This is an optimization exercise on Yosys and OpenROAD, whose aim is small area, not a production implementation.
Only simulation tests tie the RTL to the original design; equivalence was not proved.
Power figures rest on the tool's default switching activity, not on a simulated workload.

==> inputs of run a <==
## rhythm_slot_regularity_tracker_unit
module rhythm_slot_regularity_tracker_unit (
    input  wire logic        aclk,
    input  wire logic        aresetn,
    input  wire logic        s_valid,
    output logic             s_ready,
    input  wire logic [13:0] s_data,
    output logic             m_valid,
    input  wire logic        m_ready,
    output logic [35:0]      m_data,
    input  wire logic        cfg_valid,
    output logic             cfg_ready,
    input  wire logic [0:0]  cfg_index,
    input  wire logic [15:0] cfg_data
);
Settings: LEC_CHECK=0, CAP_MARGIN=20, CORE_MARGIN=2, CORE_UTILIZATION=65, SLEW_MARGIN=20; clock period 10.0 ns.
standard.sh (not shown) runs the stock make flow with config.mk's settings and CLKGATE_MAP_FILE= SYNTH_SCRIPT=/design/flow/synth_recipe.tcl, a recipe that flattens the netlist after the stock synthesis.
==> flow/flow/run.sh <==
#!/bin/bash
# The standard layout (standard.sh) with three changes:
#  - synthesis leaves adders to ABC (no extract_fa / half- and full-adder
#    cells: ADDER_MAP_FILE is empty) and maps the logic with an
#    area-oriented ABC script (flow/abc_area.script) in place of ORFS's
#    abc_speed.script; registers are mapped exactly as in the standard
#    synthesis (neither step touches them);
#  - port buffers use the smallest buffer cell (sky130_fd_sc_hd__buf_1);
#  - clock tree: larger sink clusters on clkbuf_16, no dummy loads.
# The whole make output is kept in std_flow.log; ORFS's per-step logs are
# under orfs/logs/.
set -euo pipefail
here=$(pwd)
rm -rf "$here/scripts"
cp -r "$FLOW_HOME/scripts" "$here/scripts"
cp "$here/flow/abc_area.script" "$here/scripts/abc_speed.script"
export SCRIPTS_DIR="$here/scripts"
export ADDER_MAP_FILE=""
export BUFFER_PORTS_ARGS="-buffer_cell sky130_fd_sc_hd__buf_1"
export CTS_ARGS="-sink_clustering_enable -repair_clock_nets -sink_clustering_size 32 -sink_clustering_max_diameter 150 -buf_list sky130_fd_sc_hd__clkbuf_16 -root_buf sky130_fd_sc_hd__clkbuf_4 -tree_buf sky130_fd_sc_hd__clkbuf_4 -sink_clustering_buffer sky130_fd_sc_hd__clkbuf_16 -dont_use_dummy_load"
bash standard.sh > std_flow.log 2>&1
==> flow/flow/abc_area.script <==
strash
dc2
dch -f
amap -F 4 -A 8
strash
dch -f
amap -F 4 -A 8
topo
dnsize -c
==> inputs of run b, as changes to run a <==
--- a/flow/design.v
+++ b/flow/design.v
@@ -38,18 +38,14 @@
     logic        limhi_q;     
     logic [12:0] r_q;         
     logic [4:0]  n_q;         
     logic [7:0]  raw_q;
     logic        dis_q;
     logic [1:0]  case_q;
     logic [7:0]  add_val;     
-    function automatic logic gt8(input logic [7:0] a, input logic [7:0] b);
-        gt8 = 1'b0;
-        for (int i = 0; i < 8; i++) gt8 = (a[i] & ~b[i]) | (~(a[i] ^ b[i]) & gt8);
-    endfunction
     wire [1:0] typ  = s_data[13:12];
     wire [3:0] slot = s_data[11:8];
     wire [7:0] amt  = s_data[7:0];
     wire is_add    = (typ == 2'd0);
     wire is_clr    = (typ == 2'd1);
     wire is_smooth = (typ == 2'd2);
     wire is_step   = (typ == 2'd3);
@@ -65,29 +61,29 @@
     wire in_p7   = (st == 4'd7);
     wire       p15     = (pos == 4'hF);
     wire [3:0] pos_inc = pos + 4'd1;
     wire       lo_half = !pos[3];
     wire [7:0] h  = hist[0];
     wire [7:0] rr = refr[0];
     wire       nz = (h != 8'd0);
-    wire low    = gt8(act_q, mean_q);
-    wire active = gt8(mean_q, act_q);
+    wire low    = mean_q < act_q;
+    wire active = mean_q > act_q;
     wire match = (is_step && !low) ? (pos_inc == slot) : (pos == slot);
-    wire       h_gt_m  = gt8(h, mean_q);
+    wire       h_gt_m  = h > mean_q;
     wire       kill_lo = in_p3 && nz && !h_gt_m;
     wire       kill_hi = in_p6 && nz && !limhi_q && h_gt_m;
     wire       kill    = kill_lo || kill_hi;
     wire       keep    = in_p6 && nz && !kill_hi;
     wire       hzero    = in_init || (in_p0 && is_clr) || kill;
     wire       hadd     = in_p0 && is_add && match;
     wire [7:0] hist_new = hzero ? 8'd0 : (hadd ? add_val : h);
     wire       step_hit = in_p0 && is_step && match;
     wire       refwr    = in_init || step_hit;
     wire [7:0] ref_new  = refwr ? hist_new : rr;
-    wire       h_gt_r  = gt8(h, rr);
+    wire       h_gt_r  = h > rr;
     wire       c_empty = !nz && (rr == 8'd0);
     wire       c_hit   = nz && h_gt_r;
     wire       c_miss  = nz && !h_gt_r;
     wire [1:0] case_val = c_empty ? 2'd1 : c_hit ? 2'd2 : c_miss ? 2'd3 : 2'd0;
     wire       step_do = step_hit && !low;
     wire       upd   = case_q != 2'd0;
     wire       dec   = case_q == 2'd3;
@@ -101,32 +97,17 @@
     wire [4:0] trem  = ge ? {tsub[3:0], t[0]} : t[4:0];
     wire [12:0] div_next = {trem, r_q[6:0], ge};
     wire       kbit   = in_p2 ? !pos[0] : lim_q[pos[2:0]];
     wire       mul    = in_p2 || in_p5;
     wire [8:0] addend = mul ? {1'b0, kbit ? mean_q : 8'd0} : {h, in_p6};
     wire [13:0] sum   = {1'b0, r_q} + {5'd0, addend};
     assign add_val = sum[9] ? 8'hFF : sum[8:1];
-    wire sel_idle = in_idle;
-    wire sel_acc  = (in_p0 && is_smooth) || keep;
-    wire sel_div  = (in_p1 || in_p7) && lo_half;
-    wire sel_shr  = mul && lo_half;
-    wire sel_clr  = (in_p1 || in_p2 || in_p5) && p15;
-    wire sel_hold = !(sel_idle || sel_acc || sel_div || sel_shr || sel_clr);
-    wire [12:0] r_next = ({13{sel_idle}} & {4'd0, amt & {8{is_add && s_valid}}, 1'b0})
-                       | ({13{sel_acc}}  & sum[12:0])
-                       | ({13{sel_div}}  & div_next)
-                       | ({13{sel_shr}}  & sum[13:1])
-                       | ({13{sel_hold}} & r_q);
     wire go     = in_idle && !mv_q && s_valid && p15;
     wire last   = in_p7 || (in_p0 && (is_add || is_clr)) || (in_p2 && is_step);
     wire commit = p15 && last;
-    wire m_ld = (go || (p15 && (in_p2 || in_p3 || in_p5 || in_p7))) && is_smooth;
-    wire m_mx = (in_p4 || (in_p0 && is_smooth)) && h_gt_m;
-    wire [7:0] m_next = ({8{m_ld}} & r_q[7:0]) | ({8{m_mx}} & h)
-                      | ({8{!(m_ld || m_mx)}} & mean_q);
     assign s_ready   = commit;
     assign m_valid   = mv_q;
     assign cfg_ready = 1'b1;
     assign m_data    = {mean_q, raw_q, dis_q, active, score_q, case_q};
     always_ff @(posedge aclk) begin
         for (int i = 0; i < 15; i++) begin
             hist[i] <= hist[i + 1];
@@ -163,19 +144,27 @@
                 end else if (go) begin
                     st <= 4'd0;
                 end
             end else if (p15) begin
                 st <= last ? ST_IDLE : st + 4'd1;
             end
             if (commit) mv_q <= 1'b1;
-            mean_q <= m_next;
+            if ((go || (p15 && (in_p2 || in_p3 || in_p5 || in_p7))) && is_smooth)
+                mean_q <= r_q[7:0];
+            else if ((in_p4 || (in_p0 && is_smooth)) && h_gt_m)
+                mean_q <= h;
         end
     end
     always_ff @(posedge aclk) begin
-        r_q <= r_next;
+        if (in_idle) r_q <= {4'd0, amt & {8{is_add && s_valid}}, 1'b0};
+        else if (in_p0 && is_smooth) r_q <= sum[12:0];
+        else if ((in_p1 || in_p7) && lo_half) r_q <= div_next;
+        else if (mul && lo_half) r_q <= sum[13:1];
+        else if ((in_p1 || in_p2 || in_p5) && p15) r_q <= 13'd0;
+        else if (keep) r_q <= sum[12:0];
         if (in_idle || (in_p5 && p15)) n_q <= 5'd0;
         else if ((in_p0 && is_smooth && nz) || keep) n_q <= n_q + 5'd1;
         if (in_p0 && p15) c_q <= 1'b1;
         else if (in_p1 && p15) c_q <= upd && !cn;
         else c_q <= cn;
         if (go) raw_q <= 8'd0;
         else if (in_p1 && p15) raw_q <= r_q[7:0];
==> flow/flow/run.sh (replaced) <==
#!/bin/bash
# The standard layout (standard.sh) with three changes:
#  - synthesis maps the logic with an area-oriented ABC script
#    (flow/abc_area.script) in place of ORFS's abc_speed.script; registers
#    are mapped exactly as in the standard synthesis (ABC does not touch them);
#  - port buffers use the smallest buffer cell (sky130_fd_sc_hd__buf_1);
#  - clock tree: larger sink clusters on clkbuf_16, no dummy loads.
# The whole make output is kept in std_flow.log; ORFS's per-step logs are
# under orfs/logs/.
set -euo pipefail
here=$(pwd)
rm -rf "$here/scripts"
cp -r "$FLOW_HOME/scripts" "$here/scripts"
cp "$here/flow/abc_area.script" "$here/scripts/abc_speed.script"
export SCRIPTS_DIR="$here/scripts"
export BUFFER_PORTS_ARGS="-buffer_cell sky130_fd_sc_hd__buf_1"
export CTS_ARGS="-sink_clustering_enable -repair_clock_nets -sink_clustering_size 28 -sink_clustering_max_diameter 150 -buf_list sky130_fd_sc_hd__clkbuf_16 -dont_use_dummy_load"
bash standard.sh > std_flow.log 2>&1
==> flow/flow/abc_area.script (replaced) <==
strash
dch -f
amap
topo
dnsize -c
==> flow/config.mk (replaced) <==
export PLATFORM = sky130hd
export DESIGN_NAME = rhythm_slot_regularity_tracker_unit
export DESIGN_NICKNAME = rhythm_slot_regularity_tracker_unit
export VERILOG_FILES = /design/flow/design.v
export SDC_FILE = /design/flow/constraint.sdc
export NUM_CORES = 4
export LEC_CHECK = 0
export CAP_MARGIN = 20
export CORE_MARGIN = 2
export CORE_UTILIZATION = 40
export SLEW_MARGIN = 20
==> inputs of run c, as changes to run a <==
--- a/flow/design.v
+++ b/flow/design.v
@@ -37,19 +37,14 @@
     logic [7:0]  lim_q;       
     logic        limhi_q;     
     logic [12:0] r_q;         
     logic [4:0]  n_q;         
     logic [7:0]  raw_q;
     logic        dis_q;
     logic [1:0]  case_q;
-    logic [7:0]  add_val;     
-    function automatic logic gt8(input logic [7:0] a, input logic [7:0] b);
-        gt8 = 1'b0;
-        for (int i = 0; i < 8; i++) gt8 = (a[i] & ~b[i]) | (~(a[i] ^ b[i]) & gt8);
-    endfunction
     wire [1:0] typ  = s_data[13:12];
     wire [3:0] slot = s_data[11:8];
     wire [7:0] amt  = s_data[7:0];
     wire is_add    = (typ == 2'd0);
     wire is_clr    = (typ == 2'd1);
     wire is_smooth = (typ == 2'd2);
     wire is_step   = (typ == 2'd3);
@@ -65,29 +60,31 @@
     wire in_p7   = (st == 4'd7);
     wire       p15     = (pos == 4'hF);
     wire [3:0] pos_inc = pos + 4'd1;
     wire       lo_half = !pos[3];
     wire [7:0] h  = hist[0];
     wire [7:0] rr = refr[0];
     wire       nz = (h != 8'd0);
-    wire low    = gt8(act_q, mean_q);
-    wire active = gt8(mean_q, act_q);
+    wire low    = mean_q < act_q;
+    wire active = mean_q > act_q;
     wire match = (is_step && !low) ? (pos_inc == slot) : (pos == slot);
-    wire       h_gt_m  = gt8(h, mean_q);
+    wire [8:0] add_sum = {1'b0, h} + {1'b0, amt};
+    wire [7:0] add_val = add_sum[8] ? 8'hFF : add_sum[7:0];
+    wire       h_gt_m  = h > mean_q;
     wire       kill_lo = in_p3 && nz && !h_gt_m;
     wire       kill_hi = in_p6 && nz && !limhi_q && h_gt_m;
     wire       kill    = kill_lo || kill_hi;
     wire       keep    = in_p6 && nz && !kill_hi;
     wire       hzero    = in_init || (in_p0 && is_clr) || kill;
     wire       hadd     = in_p0 && is_add && match;
     wire [7:0] hist_new = hzero ? 8'd0 : (hadd ? add_val : h);
     wire       step_hit = in_p0 && is_step && match;
     wire       refwr    = in_init || step_hit;
     wire [7:0] ref_new  = refwr ? hist_new : rr;
-    wire       h_gt_r  = gt8(h, rr);
+    wire       h_gt_r  = h > rr;
     wire       c_empty = !nz && (rr == 8'd0);
     wire       c_hit   = nz && h_gt_r;
     wire       c_miss  = nz && !h_gt_r;
     wire [1:0] case_val = c_empty ? 2'd1 : c_hit ? 2'd2 : c_miss ? 2'd3 : 2'd0;
     wire       step_do = step_hit && !low;
     wire       upd   = case_q != 2'd0;
     wire       dec   = case_q == 2'd3;
@@ -100,33 +97,17 @@
     wire       ge    = (n_q != 5'd0) && !tsub[5];
     wire [4:0] trem  = ge ? {tsub[3:0], t[0]} : t[4:0];
     wire [12:0] div_next = {trem, r_q[6:0], ge};
     wire       kbit   = in_p2 ? !pos[0] : lim_q[pos[2:0]];
     wire       mul    = in_p2 || in_p5;
     wire [8:0] addend = mul ? {1'b0, kbit ? mean_q : 8'd0} : {h, in_p6};
     wire [13:0] sum   = {1'b0, r_q} + {5'd0, addend};
-    assign add_val = sum[9] ? 8'hFF : sum[8:1];
-    wire sel_idle = in_idle;
-    wire sel_acc  = (in_p0 && is_smooth) || keep;
-    wire sel_div  = (in_p1 || in_p7) && lo_half;
-    wire sel_shr  = mul && lo_half;
-    wire sel_clr  = (in_p1 || in_p2 || in_p5) && p15;
-    wire sel_hold = !(sel_idle || sel_acc || sel_div || sel_shr || sel_clr);
-    wire [12:0] r_next = ({13{sel_idle}} & {4'd0, amt & {8{is_add && s_valid}}, 1'b0})
-                       | ({13{sel_acc}}  & sum[12:0])
-                       | ({13{sel_div}}  & div_next)
-                       | ({13{sel_shr}}  & sum[13:1])
-                       | ({13{sel_hold}} & r_q);
     wire go     = in_idle && !mv_q && s_valid && p15;
     wire last   = in_p7 || (in_p0 && (is_add || is_clr)) || (in_p2 && is_step);
     wire commit = p15 && last;
-    wire m_ld = (go || (p15 && (in_p2 || in_p3 || in_p5 || in_p7))) && is_smooth;
-    wire m_mx = (in_p4 || (in_p0 && is_smooth)) && h_gt_m;
-    wire [7:0] m_next = ({8{m_ld}} & r_q[7:0]) | ({8{m_mx}} & h)
-                      | ({8{!(m_ld || m_mx)}} & mean_q);
     assign s_ready   = commit;
     assign m_valid   = mv_q;
     assign cfg_ready = 1'b1;
     assign m_data    = {mean_q, raw_q, dis_q, active, score_q, case_q};
     always_ff @(posedge aclk) begin
         for (int i = 0; i < 15; i++) begin
             hist[i] <= hist[i + 1];
@@ -163,26 +144,33 @@
                 end else if (go) begin
                     st <= 4'd0;
                 end
             end else if (p15) begin
                 st <= last ? ST_IDLE : st + 4'd1;
             end
             if (commit) mv_q <= 1'b1;
-            mean_q <= m_next;
+            if ((go || (p15 && (in_p2 || in_p3 || in_p5 || in_p7))) && is_smooth)
+                mean_q <= r_q[7:0];
+            else if ((in_p4 || (in_p0 && is_smooth)) && h_gt_m)
+                mean_q <= h;
         end
     end
     always_ff @(posedge aclk) begin
-        r_q <= r_next;
+        if (in_idle) r_q <= 13'd0;
+        else if (in_p0 && is_smooth) r_q <= sum[12:0];
+        else if ((in_p1 || in_p7) && lo_half) r_q <= div_next;
+        else if (mul && lo_half) r_q <= sum[13:1];
+        else if ((in_p1 || in_p2 || in_p5) && p15) r_q <= 13'd0;
+        else if (keep) r_q <= sum[12:0];
         if (in_idle || (in_p5 && p15)) n_q <= 5'd0;
         else if ((in_p0 && is_smooth && nz) || keep) n_q <= n_q + 5'd1;
         if (in_p0 && p15) c_q <= 1'b1;
         else if (in_p1 && p15) c_q <= upd && !cn;
         else c_q <= cn;
-        if (go) raw_q <= 8'd0;
-        else if (in_p1 && p15) raw_q <= r_q[7:0];
+        if (go || (in_p1 && p15)) raw_q <= r_q[7:0];
         if (go) dis_q <= 1'b0;
         else if (kill) dis_q <= 1'b1;
         if (go) case_q <= 2'd0;
         else if (step_do) case_q <= case_val;
     end
 endmodule
 `default_nettype wire
==> flow/run.sh (new file) <==
#!/bin/bash
# synth_recipe.tcl (not shown) runs the flow's synth.tcl, then flattens the netlist and writes it again
# the make line also repeats each setting of config.mk as NAME=value (left out here)
make -C /OpenROAD-flow-scripts/flow DESIGN_CONFIG=/design/flow/config.mk WORK_HOME=/design/flow/orfs CLKGATE_MAP_FILE= SYNTH_SCRIPT=/design/flow/synth_recipe.tcl finish
==> flow/config.mk (replaced) <==
export PLATFORM = sky130hd
export DESIGN_NAME = rhythm_slot_regularity_tracker_unit
export DESIGN_NICKNAME = rhythm_slot_regularity_tracker_unit
export VERILOG_FILES = /design/flow/design.v
export SDC_FILE = /design/flow/constraint.sdc
export NUM_CORES = 4
export LEC_CHECK = 0
export CAP_MARGIN = 20
export CORE_MARGIN = 2
export CORE_UTILIZATION = 40
export SLEW_MARGIN = 20
removed: flow/flow/run.sh
removed: flow/flow/abc_area.script
removed: flow/standard.sh
==> qor summary <==
Status: run a complete, no violations; run c complete, no violations; run b complete, no violations
Vias after detailed routing: run a 6475; run c 6822; run b 6418
Mux contribution to synthesized area: run a 0%; run c 2.650%; run b 0%
Layout overhead on the synthesized area: run a 8.710%; run c 20.62%; run b 10.65%
Final design instance area without fill: run a 0.01018 sq mm; run c 0.01321 sq mm; run b 0.01126 sq mm
Worst-path cell with the longest stage delay: run a sky130_fd_sc_hd__nor3_1; run c sky130_fd_sc_hd__clkdlybuf4s50_1; run b sky130_fd_sc_hd__nor2_1
GR met3 Demand/Resource: run a 5.082%; run c 2.938%; run b 2.311%
Multi-input gate share of the layout cell area: run a 21.23%; run c 27.84%; run b 25.13%
Detailed-router iteration count before antenna repair: run a 6; run c 6; run b 5
Length of routed met3 wiring: run a 1.750 mm; run c 904 microns; run b 1.074 mm
Layout cell share with drive strength beyond 1: run a 2.346%; run c 7.841%; run b 2.275%
Worst path setup slack after routing: run a 4.534 ns; run c 4.043 ns; run b 4.677 ns
Post-detailed-placement half-perimeter wirelength: run a 15.22 mm; run c 14.89 mm; run b 14.44 mm
Clock Buffer Count: run a 14; run c 46; run b 15
Placed Instance Area: run a 0.009872 sq mm; run c 0.01198 sq mm; run b 0.01088 sq mm
Inserted Clock Buffers: run a 14; run c 34; run b 15
Leakage: run a 3.760 nW; run c 5.435 nW; run b 4.231 nW
Net count after synthesis: run a 844; run c 1018; run b 960
Routed wire length on met2: run a 10.76 mm; run c 9.108 mm; run b 7.970 mm
Sequential cell area: run a 0.006887 sq mm; run c 0.006967 sq mm; run b 0.006967 sq mm
Placed cells: run a 1061; run c 1314; run b 1282
Measured slew at the worst slew-check pin: run a 1.024 ns; run c 0.9815 ns; run b 0.9234 ns
Crit Reg-Reg Startpoint: run a st[1]; run c pos[1]; run b st[0]
Total sequential power: run a 1.38 mW; run c 1.37 mW; run b 1.37 mW
CP endpoint kind: run a flip-flop; run c output pin; run b flip-flop

==> re-timing with driven ports <==
The results above use ideal ports. As a check the final layouts listed here were re-extracted and re-timed, cells and wires unchanged.
Step 1, drivers: a clkbuf_16 drives aclk and a buf_2 each remaining input, both assumed.
Step 2 moves the port delays by t, midway between the first and last clock arrival at a register: inputs arrive t later, outputs are due t later. That takes back most of the time a late clock gives input paths.
a / b / c = ideal ports / drivers / drivers and shift; a / b = the first two.
run	shift t [ns]	setup WS [ns]	worst hold slack (ns)
run a	0.653	4.534 / 4.534 / 4.179	0.295 / 0.295 / 0.295
run b	0.535	4.677 / 4.677 / 4.501	0.306 / 0.306 / 0.306
run c	0.535	4.043 / 4.015 / 4.015	0.322 / 0.322 / 0.322
After both steps every run listed still meets setup and hold. For run a, which loses most, drivers alone change the setup slack by 0.000 ns; drivers and shift together by -0.355 ns.
